This design comes from an exercise in tuning for small area on the open sky130 flow, not from production work.
Only simulation tests tie the RTL to the original design; equivalence was not proved.
Power figures rest on the tool's default switching activity, not on a simulated workload.

==> design/flow/design.v <==
package riscv_types;
    localparam int XLEN = 32;
    typedef logic [4:0] rs_addr_t;
    typedef enum logic [1:0] {
        SRC1_RS1  = 2'd0,
        SRC1_PC   = 2'd1,
        SRC1_ZERO = 2'd2
    } src1_sel_t;
    typedef enum logic {
        SRC2_RS2 = 1'b0,
        SRC2_IMM = 1'b1
    } src2_sel_t;
    typedef enum logic [1:0] {
        LOGIC_XOR  = 2'd0,
        LOGIC_OR   = 2'd1,
        LOGIC_AND  = 2'd2,
        LOGIC_NONE = 2'd3
    } alu_logic_op_t;
    typedef struct packed {
        rs_addr_t      rs1_addr;
        rs_addr_t      rs2_addr;
        rs_addr_t      rd_addr;
        logic          rd_en;
        src1_sel_t     src1_sel;
        src2_sel_t     src2_sel;
        logic [XLEN-1:0] imm;
        logic [XLEN-1:0] pc;
        logic          is_unsigned;
        logic          subtract;
        logic          arith;
        logic          lshift;
        logic          shifter_path;
        logic          slt_path;
        alu_logic_op_t logic_op;
    } alu_dec_t;
    typedef struct packed {
        logic [XLEN:0]   in1;
        logic [XLEN:0]   in2;
        logic [XLEN-1:0] shifter_in;
        logic [4:0]      shift_amount;
        logic            subtract;
        logic            arith;
        logic            lshift;
        logic            shifter_path;
        logic            slt_path;
        alu_logic_op_t   logic_op;
    } alu_inputs_t;
    function automatic logic [31:0] addr_onehot(input rs_addr_t addr);
        addr_onehot = 32'h0000_0001 << addr;
    endfunction
endpackage
module reg_file_2r1w #(
    parameter int XLEN = 32
) (
    input  logic            clk,
    input  logic            rst,
    input  riscv_types::rs_addr_t ra1,
    input  riscv_types::rs_addr_t ra2,
    output logic [XLEN-1:0] rd1,
    output logic [XLEN-1:0] rd2,
    input  logic            we,
    input  riscv_types::rs_addr_t wa,
    input  logic [XLEN-1:0] wd
);
    logic [XLEN-1:0] regs_r [32];
    always_ff @(posedge clk) begin
        if (rst) begin
            for (int i = 0; i < 32; i++) begin
                regs_r[i] <= '0;
            end
        end else if (we && (wa != 5'd0)) begin
            regs_r[wa] <= wd;
        end
    end
    assign rd1 = (ra1 == 5'd0) ? '0 : regs_r[ra1];
    assign rd2 = (ra2 == 5'd0) ? '0 : regs_r[ra2];
endmodule
module alu_issue #(
    parameter int XLEN = riscv_types::XLEN
) (
    input  logic        clk,
    input  logic        rst,
    input  logic        dec_valid,
    output logic        dec_ready,
    input  logic [90:0] dec_op,
    output logic        issue_valid,
    input  logic        issue_ready,
    output logic [109:0] alu_inputs,
    output logic [4:0]  issue_rd_addr,
    output logic        issue_rd_en,
    input  logic        wb_en,
    input  logic [4:0]  wb_addr,
    input  logic [31:0] wb_data,
    input  logic        flush
);
    riscv_types::alu_dec_t        op_s;
    logic [XLEN-1:0] rs1_rf_s, rs2_rf_s;
    logic [XLEN-1:0] rs1_val_s, rs2_val_s;
    logic [XLEN-1:0] src1_s, src2_s;
    logic [31:0]     sb_r, sb_next_s, live_s;
    logic [31:0]     wb_clr_s, flush_clr_s, set_s;
    logic            hazard_s, blocked_s, dec_ready_s, accept_s, flush_held_s;
    riscv_types::alu_inputs_t     ai_next_s, ai_r;
    logic            issue_valid_r, issue_rd_en_r;
    riscv_types::rs_addr_t        issue_rd_addr_r;
    assign op_s = riscv_types::alu_dec_t'(dec_op);
    reg_file_2r1w #(.XLEN(XLEN)) u_rf (
        .clk (clk),
        .rst (rst),
        .ra1 (op_s.rs1_addr),
        .ra2 (op_s.rs2_addr),
        .rd1 (rs1_rf_s),
        .rd2 (rs2_rf_s),
        .we  (wb_en),
        .wa  (wb_addr),
        .wd  (wb_data)
    );
    always_comb begin
        rs1_val_s = rs1_rf_s;
        rs2_val_s = rs2_rf_s;
        if (wb_en && (wb_addr == op_s.rs1_addr) && (op_s.rs1_addr != 5'd0)) begin
            rs1_val_s = wb_data;
        end else begin
            rs1_val_s = rs1_rf_s;
        end
        if (wb_en && (wb_addr == op_s.rs2_addr) && (op_s.rs2_addr != 5'd0)) begin
            rs2_val_s = wb_data;
        end else begin
            rs2_val_s = rs2_rf_s;
        end
    end
    assign wb_clr_s = wb_en ? riscv_types::addr_onehot(wb_addr) : 32'd0;
    assign live_s   = sb_r & ~wb_clr_s;
    assign hazard_s = ((op_s.src1_sel == riscv_types::SRC1_RS1) && live_s[op_s.rs1_addr]) ||
                      ((op_s.src2_sel == riscv_types::SRC2_RS2) && live_s[op_s.rs2_addr]) ||
                      (op_s.rd_en && live_s[op_s.rd_addr]);
    assign blocked_s   = issue_valid_r && !issue_ready;
    assign dec_ready_s = !rst && !flush && !hazard_s && !blocked_s;
    assign accept_s    = dec_valid && dec_ready_s;
    assign flush_held_s = flush && issue_valid_r && !issue_ready;
    assign flush_clr_s  = (flush_held_s && issue_rd_en_r) ? riscv_types::addr_onehot(issue_rd_addr_r) : 32'd0;
    assign set_s        = (accept_s && op_s.rd_en && (op_s.rd_addr != 5'd0)) ?
                          riscv_types::addr_onehot(op_s.rd_addr) : 32'd0;
    assign sb_next_s    = ((sb_r & ~wb_clr_s & ~flush_clr_s) | set_s) & ~32'd1;
    always_comb begin
        src1_s    = '0;
        src2_s    = '0;
        ai_next_s = '0;
        case (op_s.src1_sel)
            riscv_types::SRC1_RS1:  src1_s = rs1_val_s;
            riscv_types::SRC1_PC:   src1_s = op_s.pc;
            riscv_types::SRC1_ZERO: src1_s = '0;
            default:   src1_s = '0;
        endcase
        case (op_s.src2_sel)
            riscv_types::SRC2_RS2: src2_s = rs2_val_s;
            riscv_types::SRC2_IMM: src2_s = op_s.imm;
            default:  src2_s = op_s.imm;
        endcase
        ai_next_s.in1          = {(op_s.is_unsigned ? 1'b0 : src1_s[XLEN-1]), src1_s};
        ai_next_s.in2          = {(op_s.is_unsigned ? 1'b0 : src2_s[XLEN-1]), src2_s};
        ai_next_s.shifter_in   = rs1_val_s;
        ai_next_s.shift_amount = src2_s[4:0];
        ai_next_s.subtract     = op_s.subtract;
        ai_next_s.arith        = op_s.arith;
        ai_next_s.lshift       = op_s.lshift;
        ai_next_s.shifter_path = op_s.shifter_path;
        ai_next_s.slt_path     = op_s.slt_path;
        ai_next_s.logic_op     = op_s.logic_op;
    end
    always_ff @(posedge clk) begin
        if (rst) begin
            sb_r <= 32'd0;
        end else begin
            sb_r <= sb_next_s;
        end
    end
    always_ff @(posedge clk) begin
        if (rst) begin
            issue_valid_r   <= 1'b0;
            ai_r            <= '0;
            issue_rd_addr_r <= 5'd0;
            issue_rd_en_r   <= 1'b0;
        end else if (accept_s) begin
            issue_valid_r   <= 1'b1;
            ai_r            <= ai_next_s;
            issue_rd_addr_r <= op_s.rd_addr;
            issue_rd_en_r   <= op_s.rd_en;
        end else if (flush || issue_ready) begin
            issue_valid_r   <= 1'b0;
        end else begin
            issue_valid_r   <= issue_valid_r;
        end
    end
    assign dec_ready     = dec_ready_s;
    assign issue_valid   = issue_valid_r;
    assign alu_inputs    = ai_r;
    assign issue_rd_addr = issue_rd_addr_r;
    assign issue_rd_en   = issue_rd_en_r;
endmodule
==> design/flow/run.sh <==
#!/bin/bash
# synth_recipe.tcl (not shown) runs the flow's synth.tcl, then flattens the netlist and writes it again
# the make line also repeats each setting of config.mk as NAME=value (left out here)
make -C /OpenROAD-flow-scripts/flow DESIGN_CONFIG=/design/flow/config.mk WORK_HOME=/design/flow/orfs CLKGATE_MAP_FILE= SYNTH_SCRIPT=/design/flow/synth_recipe.tcl finish
==> design/flow/config.mk <==
export PLATFORM = sky130hd
export DESIGN_NAME = alu_issue
export DESIGN_NICKNAME = alu_issue
export VERILOG_FILES = /design/flow/design.v
export SDC_FILE = /design/flow/constraint.sdc
export NUM_CORES = 4
export LEC_CHECK = 0
export CAP_MARGIN = 20
export CORE_MARGIN = 2
export CORE_UTILIZATION = 45
export SETUP_SLACK_MARGIN = 0.3
export SLEW_MARGIN = 20
==> design/flow/constraint.sdc <==
create_clock -name core_clock -period 6.0 [get_ports {clk}]
set_input_delay 1.2000 -clock core_clock [delete_from_list [all_inputs] [get_ports {clk}]]
set_output_delay 1.2000 -clock core_clock [all_outputs]
set_load 0.01 [all_outputs]
==> impl_metrics.csv <==
group,metric,value,unit
status,status,"timing/DRC/antenna clean",
cts,cts_made_buffers,133,
worst_setup_path,cp-start-kind,"primary input",
layout,nFillCells,11400,
power_and_ir_drop,switching_share,25.3,%
placement,place_congestion,0.933,
cts,htreeDepth,4,
drt,totalWireLength,210000,µm
placement,place.detailed.hpwl,124000,µm
min_path,hp-class,"flip-flop to flip-flop",
power_and_ir_drop,clkPwrFrac,39.6,%
logic_synthesis,synth_edf_count,1024,
die,die_w,377,µm
power_and_ir_drop,seqPwrFrac,47.4,%
logic_synthesis,synth-async-reset-ratio,0,%
power_and_ir_drop,power.leakage,24.9,nW
timing,maxSlewHeadroom,19.9,%
timing,setup_tns,0,ns
logic_synthesis,synth_area,0.0625,mm²
worst_setup_path,endpoint_kind,"output pin",
cts,path_clk_slew,0.06,ns
layout,fin_util,52.1,%
power_and_ir_drop,irDropWorstVdd,0.311,mV
cts,cts-root-buf,"clkbuf_16",
logic_synthesis,syn_avg_cell_area,14.5,µm²
placement,port_buffers,251,
logic_synthesis,synthCells,4311,
timing,worst_pin_slew,1.20,ns
power_and_ir_drop,pwr-share-comb,13.0,%
drt,route.detailed.drc,0,
logic_synthesis,seq_area_frac_synth,53.8,%
die,core,0.138,mm²
global_routing,antenna_found_initial,15,
die,placementRows,136,
logic_synthesis,synth_seq_cells,1167,
worst_setup_path,arrival,4.32,ns
global_routing,grt_usage,29.7,%
drt,vias,40400,
layout,nNetsFinal,4587,
die,initial_core_util,45.4,%
layout,area_delta_synth_final,14.8,%
layout,multiInputGateArea,0.0276,mm²
global_routing,grt_start_max_net_pins,86,
worst_setup_path,rr_worst_depth,8,
timing,setup_viol,0,
timing,final_max_slew_viol_count,0,
die,pin_count,252,
drt,postRouteAntennaNets,0,
global_routing,grt_pass1_wl,299000,µm
power_and_ir_drop,switching_power,5.06,mW
timing,fin_skew,0.0284,ns
min_path,hold_path_depth,2,
worst_setup_path,worstSetupPathType,"primary input to output pin",
global_routing,grt_pass1_vias,40400,
layout,ff_latch_area,0.0336,mm²
drt,via_per_inst,6.36,
cts,cts.sinks,1167,
job,cap_violations,0,
logic_synthesis,synth_cell_types,67,
timing,finalCriticalPeriod,5.52,ns
die,dieHeight,377,µm
drt,drtPass1Iterations,5,
power_and_ir_drop,power_density,279,mW/mm²
layout,drive_above_1_share,24.7,%
timing,rsz0062_at_grt,"no",
power_and_ir_drop,p_int,14.9,mW
worst_setup_path,required,4.80,ns
die,die_area,0.142,mm²
drt,drt_first_iter_violations,5290,
cts,cts_hold_buf,0,
timing,period_share,92.0,%
cts,cts_tree,"done",
cts,clock_latency,0.78,ns
logic_synthesis,yosys_warnings,2,
timing,fmax,181,MHz
global_routing,grt_overflow,0,
timing,hold_ws,0.472,ns
timing,finalHoldViolations,0,
cts,clockBufferDepth,3,
logic_synthesis,synthFlopType,"edfxtp_1",
worst_setup_path,cp_max_fo,15,
drt,wl_per_cell,33.1,µm
==> power groups by stage <==
stage               Clock [mW]  Combinational [mW]  Sequential (mW)
floorplan                    0                1.52             9.58
global placement             0                2.56             9.61
detailed placement           0                2.57             9.64
CTS                       8.00                2.58             9.47
global route              8.30                2.71             9.52
finish                    7.91                2.60             9.48
==> layer usage <==
| metal | share of wire [%] | track usage [%] | routed length (µm) |
|---|---|---|---|
| met1 | 40 | 41.3 | 83700 |
| met2 | 47 | 46.3 | 98000 |
| met3 | 10 | 6.53 | 21700 |
| met4 | 3.3 | 10.4 | 7000 |
| met5 | 0.016 | 0 | 33 |
==> sequential cells by signal, indices dropped and copies added, names as in the netlist <==
register and cells:
issue_rd_addr_r 5, ai_r 105, sb_r 31, issue_valid_r 1, issue_rd_en_r 1, u_rf.regs_r 1024
==> final cells by class <==
type,count,share of cell area (%)
antenna,4,0.0139
clock buffer,176,5.07
clock inverter,61,0.690
inverter,17,0.0959
multi-input combinational,2695,38.5
sequential,1167,46.8
tap,1794,3.13
timing repair buffer,439,5.70
==> cells by family (layout without fill, tap and decap cells) <==
logic type | Yosys count | count (layout) | synth area share (%)
AND/OR/NAND/NOR | 1468 | 1468 | 13.8
other | 1 | 36 | 0.00600
buffers and inverters | 480 | 693 | 3.07
flip-flops | 1167 | 1167 | 53.8
multiplexers | 769 | 769 | 24.7
AO/OA/AOI/OAI | 417 | 417 | 4.51
XOR/XNOR | 9 | 9 | 0.126
==> synthesized netlist by cell type (4+ instances only) <==
cell type | instances | share of area, %
a2111oi_0 | 33 | 0.46
a211o_1 | 32 | 0.45
a211oi_1 | 37 | 0.44
a21oi_1 | 41 | 0.33
a22oi_1 | 32 | 0.38
and2_1 | 1028 | 10
buf_1 | 64 | 0.38
buf_2 | 53 | 0.42
buf_4 | 7 | 0.084
clkbuf_1 | 336 | 2.0
dfxtp_1 | 143 | 4.6
edfxtp_1 | 1024 | 49
inv_1 | 12 | 0.072
mux2_2 | 24 | 0.43
mux2_4 | 21 | 0.50
mux2i_1 | 114 | 1.8
mux4_2 | 610 | 22
nand2_1 | 159 | 0.95
nand2b_1 | 77 | 0.77
nand3_1 | 11 | 0.088
nor2_1 | 77 | 0.46
nor2b_1 | 46 | 0.46
nor3_1 | 20 | 0.16
nor3b_1 | 7 | 0.084
nor4_1 | 4 | 0.040
o2111ai_1 | 6 | 0.084
o211ai_1 | 26 | 0.31
o21ai_0 | 119 | 0.95
o21ai_1 | 10 | 0.080
o21bai_1 | 17 | 0.20
o31ai_1 | 39 | 0.47
or2_2 | 16 | 0.16
xnor2_1 | 4 | 0.056
xor2_1 | 5 | 0.070
==> final timing paths <==
check	start	endpoint	slack, ns
max reg2reg	sb_r[15]	ai_r[60]	3.02
max	wb_addr[2]	dec_ready	0.48
min reg2reg	ai_r[30]	ai_r[30]	0.47
min	ai_r[30]	ai_r[30]	0.47
==> metrics by stage <==
step | area, µm² | worst slack [ns] | std cells | power (mW)
5_1_grt | 71800 | 0.356 | 6350 | 20.5
2_1_floorplan | 62600 | 1.91 | 4342 | 11.1
6_report | 71800 | 0.480 | 6353 | 20.0
4_1_cts | 71700 | 0.305 | 6349 | 20.0
3_5_place_dp | 67600 | 0.276 | 6110 | 12.2
3_3_place_gp | 67600 | 0.245 | 6110 | 12.2
==> cells in the final DEF (no fill, tap or decap), types with 24 or more instances in the layout <==
| cell | instances |
|---|---|
| a2111oi_0 | 33 |
| a211o_1 | 32 |
| a211oi_1 | 36 |
| a21oi_1 | 41 |
| a22oi_1 | 31 |
| and2_1 | 1028 |
| buf_4 | 176 |
| clkbuf_1 | 35 |
| clkbuf_16 | 139 |
| clkdlybuf4s50_1 | 234 |
| clkinv_1 | 25 |
| conb_1 | 32 |
| dfxtp_1 | 143 |
| edfxtp_1 | 1024 |
| mux2_2 | 24 |
| mux2i_1 | 114 |
| mux4_2 | 610 |
| nand2_1 | 157 |
| nand2b_1 | 76 |
| nor2_1 | 49 |
| nor2_4 | 27 |
| nor2b_1 | 46 |
| o211ai_1 | 26 |
| o21ai_0 | 111 |
| o31ai_1 | 39 |
==> critical path, cell delays in order <==
cell and delay, ns:
clkdlybuf4s50_1 0.56, nand4b_1 0.24, buf_4 0.23, o21ai_0 0.33, o22ai_1 0.12, nor4_1 0.45
nor3_1 0.18, nor4_2 0.29, and2_1 0.18, clkdlybuf4s50_1 0.54
==> repair_timing <==
item                                    in CTS  in global routing
pin swaps                                    1                  0
setup buffers                                2                  0
endpoints found under the setup margin       1                  1
resized for setup                            3                 12
endpoints found under the hold margin        0                  0

[port drivers added, routing unchanged]
How much do the figures lean on ideal ports? The routed layout below was timed once more, with nothing changed but the port constraints.
Step 1 assumes that a clkbuf_16 drives the clock port and a buf_2 every other input.
Step 2 also shifts input and output timing later by t, the mid clock arrival at the registers, as if the neighbouring blocks saw the same clock.
a / b / c = ideal / step 1 / step 2; a / b = the first two.
shift t [ns]: 0.853
setup slack, ns: 0.480 / 0.459 / 0.459
cell pins on the clock port's net: 1
After both steps this run still meets setup and hold. For this run, drivers alone change the setup slack by -0.021 ns; drivers and shift together by -0.021 ns.
